Background: an optimization exercise with open tools, aiming at small area. Do not read the settings as production practice. Function was checked by simulation only, so behaviour that the tests miss may differ from the original. No driver is modelled on the clock port, so clock power and skew are understated where the tree is cut down; a real chip needs a root buffer or a tree. No activity file was given, so power comes from the tool's default toggle rates.

$ cat flow/ctree.tcl
# Highest clock slew (ps, estimated from placement) allowed at a leaf's flip-flops.
set ctree_slew_max_ps 118

# Runs after ORFS's CTS (POST_CTS_TCL). The clock tree's leaf buffers, the ones that
# drive flip-flops, are all driven straight from the root buffer on the clock port;
# the buffers between root and leaves are removed. Then flip-flops are moved from
# leaves whose clock slew (estimated from placement) is above ctree_slew_max to
# nearby leaves below it; a leaf that cannot shed enough is split in two.
set ctree_slew_max [expr {$ctree_slew_max_ps * 1e-12}]

proc ctree_leaf_slew {buf} {
  set w 0
  set net [get_nets -of_objects [get_pins [$buf getName]/X]]
  foreach p [get_pins -of_objects $net -filter "direction==input"] {
    foreach e {rise fall} {
      set s [sta::time_ui_sta [get_property $p slew_max_$e]]
      if {$s > $w} { set w $s }
    }
  }
  return $w
}

set block [ord::get_db_block]
set clknet [$block findNet clk]
set root ""
foreach it [$clknet getITerms] {
  if {[$it isInputSignal] && ![[[$it getInst] getMaster] isSequential]} { set root [$it getInst] }
}
set rootnet [[$root findITerm X] getNet]
# The root drives every leaf: make it the strongest clock buffer.
$root swapMaster [[ord::get_db] findMaster sky130_fd_sc_hd__clkbuf_16]
set inner {}
set leaves {}
set todo [list $rootnet]
while {[llength $todo]} {
  set net [lindex $todo 0]
  set todo [lrange $todo 1 end]
  foreach it [$net getITerms] {
    if {![$it isInputSignal]} { continue }
    set inst [$it getInst]
    if {[[$inst getMaster] isSequential]} { continue }
    set onet [[$inst findITerm X] getNet]
    set ff 0
    foreach it2 [$onet getITerms] {
      if {[$it2 isInputSignal] && [[[$it2 getInst] getMaster] isSequential]} { set ff 1 }
    }
    if {$ff} { lappend leaves $inst } else { lappend inner $inst; lappend todo $onet }
  }
}
puts "flatten: root [$root getName], [llength $leaves] leaves, removing [llength $inner] inner buffers"
foreach inst $inner {
  foreach it [[[$inst findITerm X] getNet] getITerms] {
    if {[$it isInputSignal]} { $it disconnect; $it connect $rootnet }
  }
}
foreach inst $inner {
  set onet [[$inst findITerm X] getNet]
  odb::dbInst_destroy $inst
  odb::dbNet_destroy $onet
}

# Rebalance: while a leaf is over the limit, hand its flip-flop farthest from its
# buffer to the nearest other leaf that is under the limit.
proc ctree_sinks {buf} {
  set r {}
  foreach it [[[$buf findITerm X] getNet] getITerms] {
    if {[$it isInputSignal]} { lappend r $it }
  }
  return $r
}
proc ctree_center {obj} {
  set bb [$obj getBBox]
  return [list [expr {([$bb xMin] + [$bb xMax]) / 2}] [expr {([$bb yMin] + [$bb yMax]) / 2}]]
}
set moved 0
set since_split 0
set nsplit 0
for {set iter 0} {$iter < 600} {incr iter} {
  estimate_parasitics -placement
  set worst ""; set ws 0
  foreach buf $leaves {
    set s($buf) [ctree_leaf_slew $buf]
    if {$s($buf) > $ws} { set ws $s($buf); set worst $buf }
  }
  if {$ws <= $ctree_slew_max} { break }
  set best ""
  if {$since_split < 40} {
    lassign [ctree_center $worst] bx by
    set far ""; set fd -1
    foreach it [ctree_sinks $worst] {
      lassign [ctree_center [$it getInst]] x y
      set d [expr {abs($x - $bx) + abs($y - $by)}]
      if {$d > $fd} { set fd $d; set far $it }
    }
    lassign [ctree_center [$far getInst]] x y
    set bd -1
    foreach buf $leaves {
      if {$buf eq $worst || $s($buf) > $ctree_slew_max - 3e-12} { continue }
      lassign [ctree_center $buf] cx cy
      set d [expr {abs($x - $cx) + abs($y - $cy)}]
      if {$bd < 0 || $d < $bd} { set bd $d; set best $buf }
    }
  }
  if {$best ne ""} {
    $far disconnect
    $far connect [[$best findITerm X] getNet]
    incr moved
    incr since_split
    continue
  }
  # No leaf nearby can take a flip-flop: split the worst leaf in two.
  set sinks {}
  foreach it [ctree_sinks $worst] {
    lassign [ctree_center [$it getInst]] x y
    lappend sinks [list $x $y $it]
  }
  set xs [lsort -integer [lmap v $sinks {lindex $v 0}]]
  set ys [lsort -integer [lmap v $sinks {lindex $v 1}]]
  set ax [expr {([lindex $xs end] - [lindex $xs 0]) >= ([lindex $ys end] - [lindex $ys 0]) ? 0 : 1}]
  set sorted [lsort -integer -index $ax $sinks]
  set half [expr {[llength $sorted] / 2}]
  set g1 [lrange $sorted 0 [expr {$half - 1}]]
  set g2 [lrange $sorted $half end]
  set nb [odb::dbInst_create $block [$worst getMaster] ctree_split_$nsplit]
  set nn [odb::dbNet_create $block ctree_split_net_$nsplit]
  $nn setSigType CLOCK
  foreach {g b} [list $g1 $worst $g2 $nb] {
    set cx 0; set cy 0
    foreach v $g { set cx [expr {$cx + [lindex $v 0]}]; set cy [expr {$cy + [lindex $v 1]}] }
    $b setLocation [expr {$cx / [llength $g]}] [expr {$cy / [llength $g]}]
    $b setPlacementStatus PLACED
  }
  foreach v $g2 { set it [lindex $v 2]; $it disconnect; $it connect $nn }
  [$nb findITerm X] connect $nn
  [$nb findITerm A] connect $rootnet
  lappend leaves $nb
  incr nsplit
  set since_split 0
  detailed_placement
}
puts "flatten: split $nsplit leaves"
puts [format "flatten: moved %d flip-flops, worst leaf %.1f ps" $moved [expr {$ws * 1e12}]]
foreach buf $leaves { puts [format "flatten: leaf %s %.1f ps" [$buf getName] [expr {[ctree_leaf_slew $buf]*1e12}]] }
estimate_parasitics -placement
repair_timing_helper
detailed_placement
check_placement -verbose
report_clock_skew
$ cat constraint.sdc
create_clock -name core_clock -period 10.0 [get_ports {clk}]
set_input_delay 2.0000 -clock core_clock [delete_from_list [all_inputs] [get_ports {clk}]]
set_output_delay 2.0000 -clock core_clock [all_outputs]
set_load 0.01 [all_outputs]
$ cat flow/remap.abc
strash
&get -n
&deepsyn -T 20
&put
dch -f
amap
strash
dch -f
amap
topo
$ cat config.mk
export PLATFORM = sky130hd
export DESIGN_NAME = command_parser_top
export DESIGN_NICKNAME = command_parser_top
export VERILOG_FILES = /design/flow/design.v
export SDC_FILE = /design/flow/constraint.sdc
export NUM_CORES = 4
export LEC_CHECK = 0
export CAP_MARGIN = 0
export CORE_MARGIN = 2
export CORE_UTILIZATION = 70
export CTS_BUF_LIST = sky130_fd_sc_hd__clkbuf_16
export CTS_CLUSTER_DIAMETER = 70
export CTS_CLUSTER_SIZE = 32
export PLACE_DENSITY = 0.65
export SLEW_MARGIN = 0
$ cat standard.sh
#!/bin/bash
# synth_recipe.tcl (not shown) runs the flow's synth.tcl, then flattens the netlist and writes it again
# the make line also repeats each setting of config.mk as NAME=value (left out here)
make -C /OpenROAD-flow-scripts/flow DESIGN_CONFIG=/design/flow/config.mk WORK_HOME=/design/flow/orfs CLKGATE_MAP_FILE= SYNTH_SCRIPT=/design/flow/synth_recipe.tcl "${@:-finish}"
$ cat flow/run.sh
#!/bin/bash
# The standard layout (standard.sh), with these changes:
#  - after the standard synthesis, remap.tcl runs the logic between the flip-flops
#    through ABC again with an area-oriented script (remap.abc); the flip-flops
#    themselves are kept exactly as the standard synthesis made them;
#  - the ports are buffered by buf_1 cells (BUFFER_PORTS_ARGS);
#  - clock tree synthesis builds its tree of buf_12 cells (for their size, they
#    drive a cluster of flip-flops best) and adds no dummy loads; ctree.tcl (run by
#    ORFS right after CTS, as POST_CTS_TCL) makes the root a clkbuf_16 that drives
#    every leaf buffer straight, removes the levels in between, moves flip-flops
#    off leaves whose clock slew is too high onto nearby leaves, and repairs
#    timing again.
# Each tool's full output goes to a log file in this folder (standard_synth.log,
# remap.log, standard_flow.log); ORFS's own per-step logs stay under orfs/logs/.
set -euo pipefail
here=$(pwd)
plat=$FLOW_HOME/platforms/$FLOW_PLATFORM
res=$here/orfs/results/$FLOW_PLATFORM/command_parser_top/base
export BUFFER_PORTS_ARGS="-buffer_cell sky130_fd_sc_hd__buf_1"
export CTS_ARGS="-sink_clustering_enable -repair_clock_nets -sink_clustering_size 32 -sink_clustering_max_diameter 70 -buf_list sky130_fd_sc_hd__buf_12 -dont_use_dummy_load"
export POST_CTS_TCL="$here/flow/ctree.tcl"

bash standard.sh synth > "$here/standard_synth.log" 2>&1

cp "$res/1_2_yosys.v" "$here/standard_synth.v"
dont_use=$(sed -n '/^export DONT_USE_CELLS += /,/^#/p' "$plat/config.mk" | grep -oE 'sky130_fd_sc_hd__[a-z0-9_]+' | tr '\n' ' ')
REMAP_IN="$here/standard_synth.v" REMAP_OUT="$res/1_2_yosys.v" \
  REMAP_LIB="$plat/lib/sky130_fd_sc_hd__tt_025C_1v80.lib" REMAP_SCRIPT="$here/flow/remap.abc" \
  REMAP_DONT_USE="$dont_use" REMAP_TOP="$FLOW_TOP" \
  yosys -c "$here/flow/remap.tcl" > "$here/remap.log" 2>&1

bash standard.sh finish > "$here/standard_flow.log" 2>&1
$ cat flow/remap.tcl
# Re-map the logic between the flip-flops of the standard synthesis netlist for area.
# The flip-flops are kept as they are (same instances, names and cells): they stay
# unflattened instances of their liberty models, and only the top module's logic
# goes through ABC again, with an area-oriented script.
# Env: REMAP_IN, REMAP_OUT, REMAP_LIB, REMAP_SCRIPT, REMAP_DONT_USE, REMAP_TOP
set lib $::env(REMAP_LIB)
set top $::env(REMAP_TOP)
yosys read_liberty -ignore_miss_func $lib
yosys setattr -mod -set keep_hierarchy 1 sky130_fd_sc_hd__df* sky130_fd_sc_hd__edf* sky130_fd_sc_hd__sdf* sky130_fd_sc_hd__dl* sky130_fd_sc_hd__sedf*
yosys read_verilog $::env(REMAP_IN)
yosys hierarchy -top $top
yosys flatten
yosys delete t:\$scopeinfo
yosys techmap $top
yosys opt -fast $top
set du {}
foreach c $::env(REMAP_DONT_USE) { lappend du -dont_use $c }
yosys abc -liberty $lib {*}$du -script $::env(REMAP_SCRIPT) $top
yosys opt_clean -purge $top
yosys hilomap -singleton -hicell sky130_fd_sc_hd__conb_1 HI -locell sky130_fd_sc_hd__conb_1 LO $top
yosys splitnets $top
yosys opt_clean -purge $top
yosys insbuf -buf sky130_fd_sc_hd__buf_4 A X $top
yosys rename -enumerate -pattern remap_% $top
yosys select -module $top
yosys tee -o $::env(REMAP_OUT).stat stat -liberty $lib
yosys write_verilog -selected -noattr -noexpr -nohex -nodec $::env(REMAP_OUT)
$ cat design.v
module command_parser_top #(
  parameter int DIVISOR      = 434,
  parameter int SAMPLE_PHASE = DIVISOR / 2,
  parameter int NUM_REGS     = 32
) (
  input  logic clk,
  input  logic i_reset,
  input  logic i_rx,
  output logic o_tx
);
  localparam int CW = $clog2(DIVISOR);
  localparam int AW = (NUM_REGS > 1) ? $clog2(NUM_REGS) : 1;
  localparam int PW = AW + 2;                  
  localparam int NSLOT = 1 << PW;              
  localparam logic [7:0]    CMD_WRITE = 8'hAA;
  localparam logic [7:0]    CMD_READ  = 8'h00;
  typedef enum logic [2:0] {IDLE, ADDR_W, ADDR_R, DATA_W, DATA_R, EXEC, SEND, W_FLUSH} state_t;
  function automatic logic [CW-1:0] lfsr_next(input logic [CW-1:0] s);
    lfsr_next = {s[CW-2:0], ~(s[8] ^ s[4])};
  endfunction
  function automatic logic [CW-1:0] lfsr_at(input int n);
    logic [CW-1:0] s;
    s = '0;
    for (int i = 0; i < n; i++) s = {s[CW-2:0], ~(s[8] ^ s[4])};
    lfsr_at = s;
  endfunction
  localparam logic [CW-1:0] BIT_LAST  = lfsr_at(DIVISOR - 1);
  localparam logic [CW-1:0] RX_WAIT   = lfsr_at(DIVISOR - 1 - SAMPLE_PHASE);
  typedef enum logic [1:0] {RX_IDLE, RX_START, RX_DATA, RX_VALID} rx_state_t;
  logic            rx_meta, rx_sync, rx_prev;
  logic            rx_first;
  rx_state_t       rx_state, rx_state_n;
  logic [CW-1:0]   rx_cnt, rx_cnt_n;
  logic [8:0]      rx_sh, rx_sh_n;
  logic            rx_valid;
  logic [7:0]      rx_byte;
  assign rx_byte  = rx_sh[8:1];
  assign rx_valid = (rx_state == RX_VALID);
  always_ff @(posedge clk or posedge i_reset) begin
    if (i_reset) begin
      rx_meta  <= 1'b1;
      rx_sync  <= 1'b1;
      rx_prev  <= 1'b1;
      rx_state <= RX_IDLE;
      rx_sh    <= 9'd0;
    end else begin
      rx_meta  <= i_rx;
      rx_sync  <= rx_meta;
      rx_prev  <= rx_sync;
      rx_state <= rx_state_n;
      rx_sh    <= rx_sh_n;
    end
  end
  always_ff @(posedge clk) rx_cnt <= rx_cnt_n;
  always_comb begin
    rx_state_n = rx_state;
    rx_cnt_n   = lfsr_next(rx_cnt);
    rx_sh_n    = rx_sh;
    rx_first   = 1'b0;
    case (rx_state)
      RX_IDLE, RX_VALID: begin
        rx_cnt_n = RX_WAIT;
        if (rx_prev && !rx_sync) rx_state_n = RX_START;
        else                     rx_state_n = RX_IDLE;
      end
      RX_START: begin
        if (rx_cnt == BIT_LAST) begin
          rx_cnt_n = '0;
          rx_sh_n  = 9'h100;
          rx_first = 1'b1;
          if (rx_sync) rx_state_n = RX_IDLE;
          else         rx_state_n = RX_DATA;
        end
      end
      RX_DATA: begin
        if (rx_cnt == BIT_LAST) begin
          rx_cnt_n = '0;
          if (rx_sh[0]) begin
            if (rx_sync) rx_state_n = RX_VALID;
            else         rx_state_n = RX_IDLE;
            rx_sh_n[0] = rx_sync;
          end else begin
            rx_sh_n = {rx_sync, rx_sh[8:1]};
          end
        end
      end
    endcase
  end
  logic [PW-1:0]        phase;
  logic                 clr;        
  logic [8*NSLOT-1:0]   ring;
  logic [7:0]           tap;
  logic                 hit;
  logic                 wr_en;
  logic                 ins;
  state_t          state, state_n;
  logic [AW-1:0]   idx;
  logic            in_range;
  logic [1:0]      byte_cnt;
  assign tap = ring[8*NSLOT-1 -: 8];
  assign hit = (phase == {idx, byte_cnt});
  assign wr_en = in_range && ((state == W_FLUSH) ||
                 ((state == DATA_W) && rx_sh[0] && ((rx_state == RX_IDLE) || (rx_state == RX_START))));
  assign ins = clr || (wr_en && hit);
  always_ff @(posedge clk or posedge i_reset) begin
    if (i_reset) begin
      phase <= '0;
      clr   <= 1'b1;
    end else begin
      phase <= {phase[5:0], ~(phase[6] ^ phase[5]) ^ (&phase[5:0])};
      if (rx_first) clr <= 1'b0;
    end
  end
  always_ff @(posedge clk) begin
    ring <= {ring[8*NSLOT-9:0], ins ? rx_byte : tap};
  end
  localparam logic [3:0] TX_STOP = 4'd1;
  localparam logic [3:0] TX_IDLE = 4'd2;
  localparam logic [3:0] TX_START = 4'd8;
  logic [3:0]      tx_ph;
  logic            tx_nb;
  logic [CW-1:0]   tx_cnt;
  logic            tx_last, tx_ready, tx_load;
  assign tx_last  = (tx_cnt == BIT_LAST);
  assign tx_ready = (tx_ph == TX_IDLE) || ((tx_ph == TX_STOP) && tx_last);
  always_ff @(posedge clk or posedge i_reset) begin
    if (i_reset) begin
      o_tx  <= 1'b1;
      tx_ph <= TX_IDLE;
    end else if (tx_load) begin
      o_tx  <= 1'b0;
      tx_ph <= TX_START;
    end else if (tx_last && (tx_ph != TX_IDLE)) begin
      o_tx  <= !tx_ph[3] || tx_nb;
      tx_ph <= tx_ph + 4'd1;
    end
  end
  always_ff @(posedge clk) begin
    if (tx_ph[3] && hit) tx_nb <= in_range && tap[tx_ph[2:0]];
  end
  always_ff @(posedge clk) begin
    if (tx_load || tx_last) tx_cnt <= '0;
    else                    tx_cnt <= lfsr_next(tx_cnt);
  end
  always_ff @(posedge clk or posedge i_reset) begin
    if (i_reset) state <= IDLE;
    else         state <= state_n;
  end
  always_comb begin
    state_n = state;
    tx_load = 1'b0;
    case (state)
      IDLE: if (rx_valid) begin
              if (rx_byte == CMD_WRITE)     state_n = ADDR_W;
              else if (rx_byte == CMD_READ) state_n = ADDR_R;
            end
      ADDR_W: if (rx_valid) state_n = DATA_W;
      ADDR_R: if (rx_valid) state_n = DATA_R;
      DATA_W: if (rx_valid && (byte_cnt == 2'd3)) state_n = W_FLUSH;
      DATA_R: if (rx_valid && (byte_cnt == 2'd3)) state_n = EXEC;
      EXEC:   state_n = SEND;
      SEND: begin
        if (tx_ready) begin
          tx_load = 1'b1;
          if (byte_cnt == 2'd3) state_n = IDLE;
        end
      end
      default: if (hit) state_n = IDLE;    
    endcase
  end
  always_ff @(posedge clk) begin
    case (state)
      ADDR_W, ADDR_R: if (rx_valid) begin
                  idx      <= rx_byte[AW-1:0];
                  in_range <= (32'(rx_byte) < 32'(NUM_REGS));
                  byte_cnt <= 2'd0;
                end
      DATA_W, DATA_R: if (rx_valid) byte_cnt <= byte_cnt + 2'd1;
      SEND:     if (tx_load) byte_cnt <= byte_cnt + 2'd1;
      default: ;
    endcase
  end
endmodule
==> summary.txt <==
power groups by stage:
stage          logic (mW)  registers [mW]  clock network, mW
2_1_floorplan      0.0295            4.44                  0
3_3_place_gp       0.0354            4.44                  0
3_5_place_dp       0.0375            4.44                  0
5_1_grt            0.0426            4.35               1.85
6_report           0.0373            4.34               1.65
path summary, 6_finish.rpt:
kind | to | slack, ns | cells after the start
hold / removal | ring[1023]$_DFF_P_ | 0.33 | 0
max in group asynchronous | tx_ph[0]$_DFFE_PP0P_ | 8.04 | 2
hold reg to reg | ring[1023]$_DFF_P_ | 0.33 | 0
setup reg to reg | ring[7]$_DFF_P_ | 7.42 | 11
min in group asynchronous | rx_state[0]$_DFFE_PP0P_ | 1.48 | 2
setup / recovery | o_tx | 6.62 | 1
metrics by stage:
step	setup slack, ns	power [mW]
2_1_floorplan	7.47	4.47
3_3_place_gp	7.30	4.48
3_5_place_dp	7.28	4.48
5_1_grt	6.54	6.24
6_report	6.62	6.03
worst reg2reg max path, stage by stage, from the launching register on:
cell,delay (ns)
dfrtp_1,0.36
clkinv_1,0.10
o22ai_1,0.20
a221oi_1,0.07
o21ai_0,0.10
a2111oi_0,0.10
o211ai_1,0.15
clkinv_1,0.15
a31oi_1,0.66
clkinv_1,0.36
nor2_1,0.18
a21oi_1,0.06
state kept, by name, indices dropped and copies added, names as in the netlist, 3 cells and up:
signal,count
rx_cnt,9
idx,5
phase,7
state,3
ring,1024
rx_sh,9
tx_cnt,9
tx_ph,4
area by class of cell, without the clock buffers:
cell class                      count  share of cell area [%]
Inverter                           48                   0.749
Multi-Input combinational cell    135                    3.01
Sequential cell                  1081                    91.0
Tap cell                          442                    2.30
Timing Repair Buffer                3                  0.0468
routing by layer:
metal  vias to the layer above  share of wire (%)  global-route usage (%)
li1                       3988                  -                       -
met1                      3615                 56                    22.4
met2                        68                 39                    20.1
met3                        30                3.2                    5.51
met4                         0                1.8                    7.07
met5                         -                  0                       0
==> impl_results.md <==
* Outcome: no timing/DRC/antenna violations
* DRC at 0
* Vias per cell at 4.42
* First-pass GRT wire length at ~38000 um
* Post-Route WL at between 20000 and 25000 um
* Vias in the first global route at about 7600
* DIE AREA at 0.0340 mm2
* VDD IR max at 0.274 mV
* Post-layout util at 74.5%
* Max-slew violations at 0
* Max Freq at between 200 and 300 MHz
* P_leak at 9.49 nW
* Max stage delay on crit path at about 0.56 ns
* Syn nets at between 1000 and 1500
* Syn Inst Count at around 1300
* Number of diodes at 0
* Die Y at 184 um
* DR WL/cell at approximately 13 um
* Worst-path clk slew at about 0.11 ns
* Mean Syn Cell Area at roughly 18 um2
* Switch Pwr at between 1 and 1.5 mW
* Non-Filler Instances at 1744
* Final min period at 3.38 ns
* Final #Nets at ~1300
* Multi-input logic area at approximately 720 um2
* WP data arrival at ~1.4 ns
* CP max stage cell: dfstp_2
* First drt pass iteration count at 4
* Max Cap Viol at 0
* Num ports at 4
* Largest delay share family, worst path: flip-flops
* Sw Ratio at 18.9%
* Yosys warns at 1
* GRT Residual Overflow at 0
* Combinational fraction of design power at less than 1%
* Detailed-route via count at slightly below 8000
* CP bufs+invs at 1
* GRT Overall Usage at 15.2%
* Most frequent cells in the layout: dfxtp_1, clkinv_1, buf_12, nor2_1, dfrtp_1
* Initial antenna violation count at 0
* Layout area overhead at 5.57%
* Final setup violating endpoints at 0
* Commonest non-fill, non-tap cell in the layout: dfxtp_1
* Die Wd at 184 um
* Initial Util at 70.6%
* Worst EP required at roughly 8.0 ns
* Share of cells above drive strength 1 at under 10%
* Total placed instance area at about 0.023 mm2
* Largest net degree at the start of global routing at 35
* Final period utilization at 33.8%
* Core region area at about 0.032 mm2
* CP Max Fanout at 2
* Critical Path Start Type: flop
* # rows at 66
* Detail Route Antenna Nets at 0
* Fin Hold WS at roughly 0.33 ns
* Reg2reg start: phase[5]$_DFF_PP0_
* Number of placed cells counting well taps at between 1500 and 2000
* CP Cell Sequence: buf_1
* PortBufs at 3
* Worst-margin pin slew at 1.04 ns
* Critical Path Start: o_tx$_DFFE_PP1P_
* Final Hold Vio Count at 0
* Final Skew at approximately 0.014 ns
* Relative slew slack at 30.0%
* Setup TNS at 0 ns
* Clk sinks at ~1100
* HP Class: reg -> reg
* HPWL after DPL at 12200 um
* Synthesized area at ~0.023 mm2
* Critical setup path kind: reg -> out
* Seq pwr share at 72.0%
* Worst-Skew Late Latency at around 0.66 ns
* Register Area at ~0.022 mm2
* Hold_sp: ring[1015]$_DFF_P_
* DR iter-0 viols at 420
* Final instance area at 0.0241 mm2
* CP endpoint kind: output pin
* Routability cong. at 0.746
* Clock Power Share at 27.3%
* Unrepaired setup endpoints after global routing: false
* P_int at between 4 and 5 mW
* Power Dens Cells at ~250 mW/mm2
* Fillers at roughly 2000

-- re-timing with driven ports --
In the flow no input, the clock included, has a driving cell. The finished layout below was timed again as built, in two steps. Step 1 sets driving cells, clkbuf_16 on the clock port and buf_2 on the other inputs (assumed; they add their load-dependent delay and slew). Step 2 moves the port delays by t, midway between the first and last clock arrival at a register: inputs arrive t later, outputs are due t later. That takes back most of the time a late clock gives input paths. Three values: no drivers, after step 1, after step 2; two values: the first two.
t (ns): 0.707
slack for setup (ns): 6.616 / 6.565 / 7.272
worst register clock-pin slew, ns: 0.12 / 0.12
After both steps setup and hold are still met in this run. The setup slack of this run moves by -0.051 ns with the drivers and by +0.656 ns with both steps.
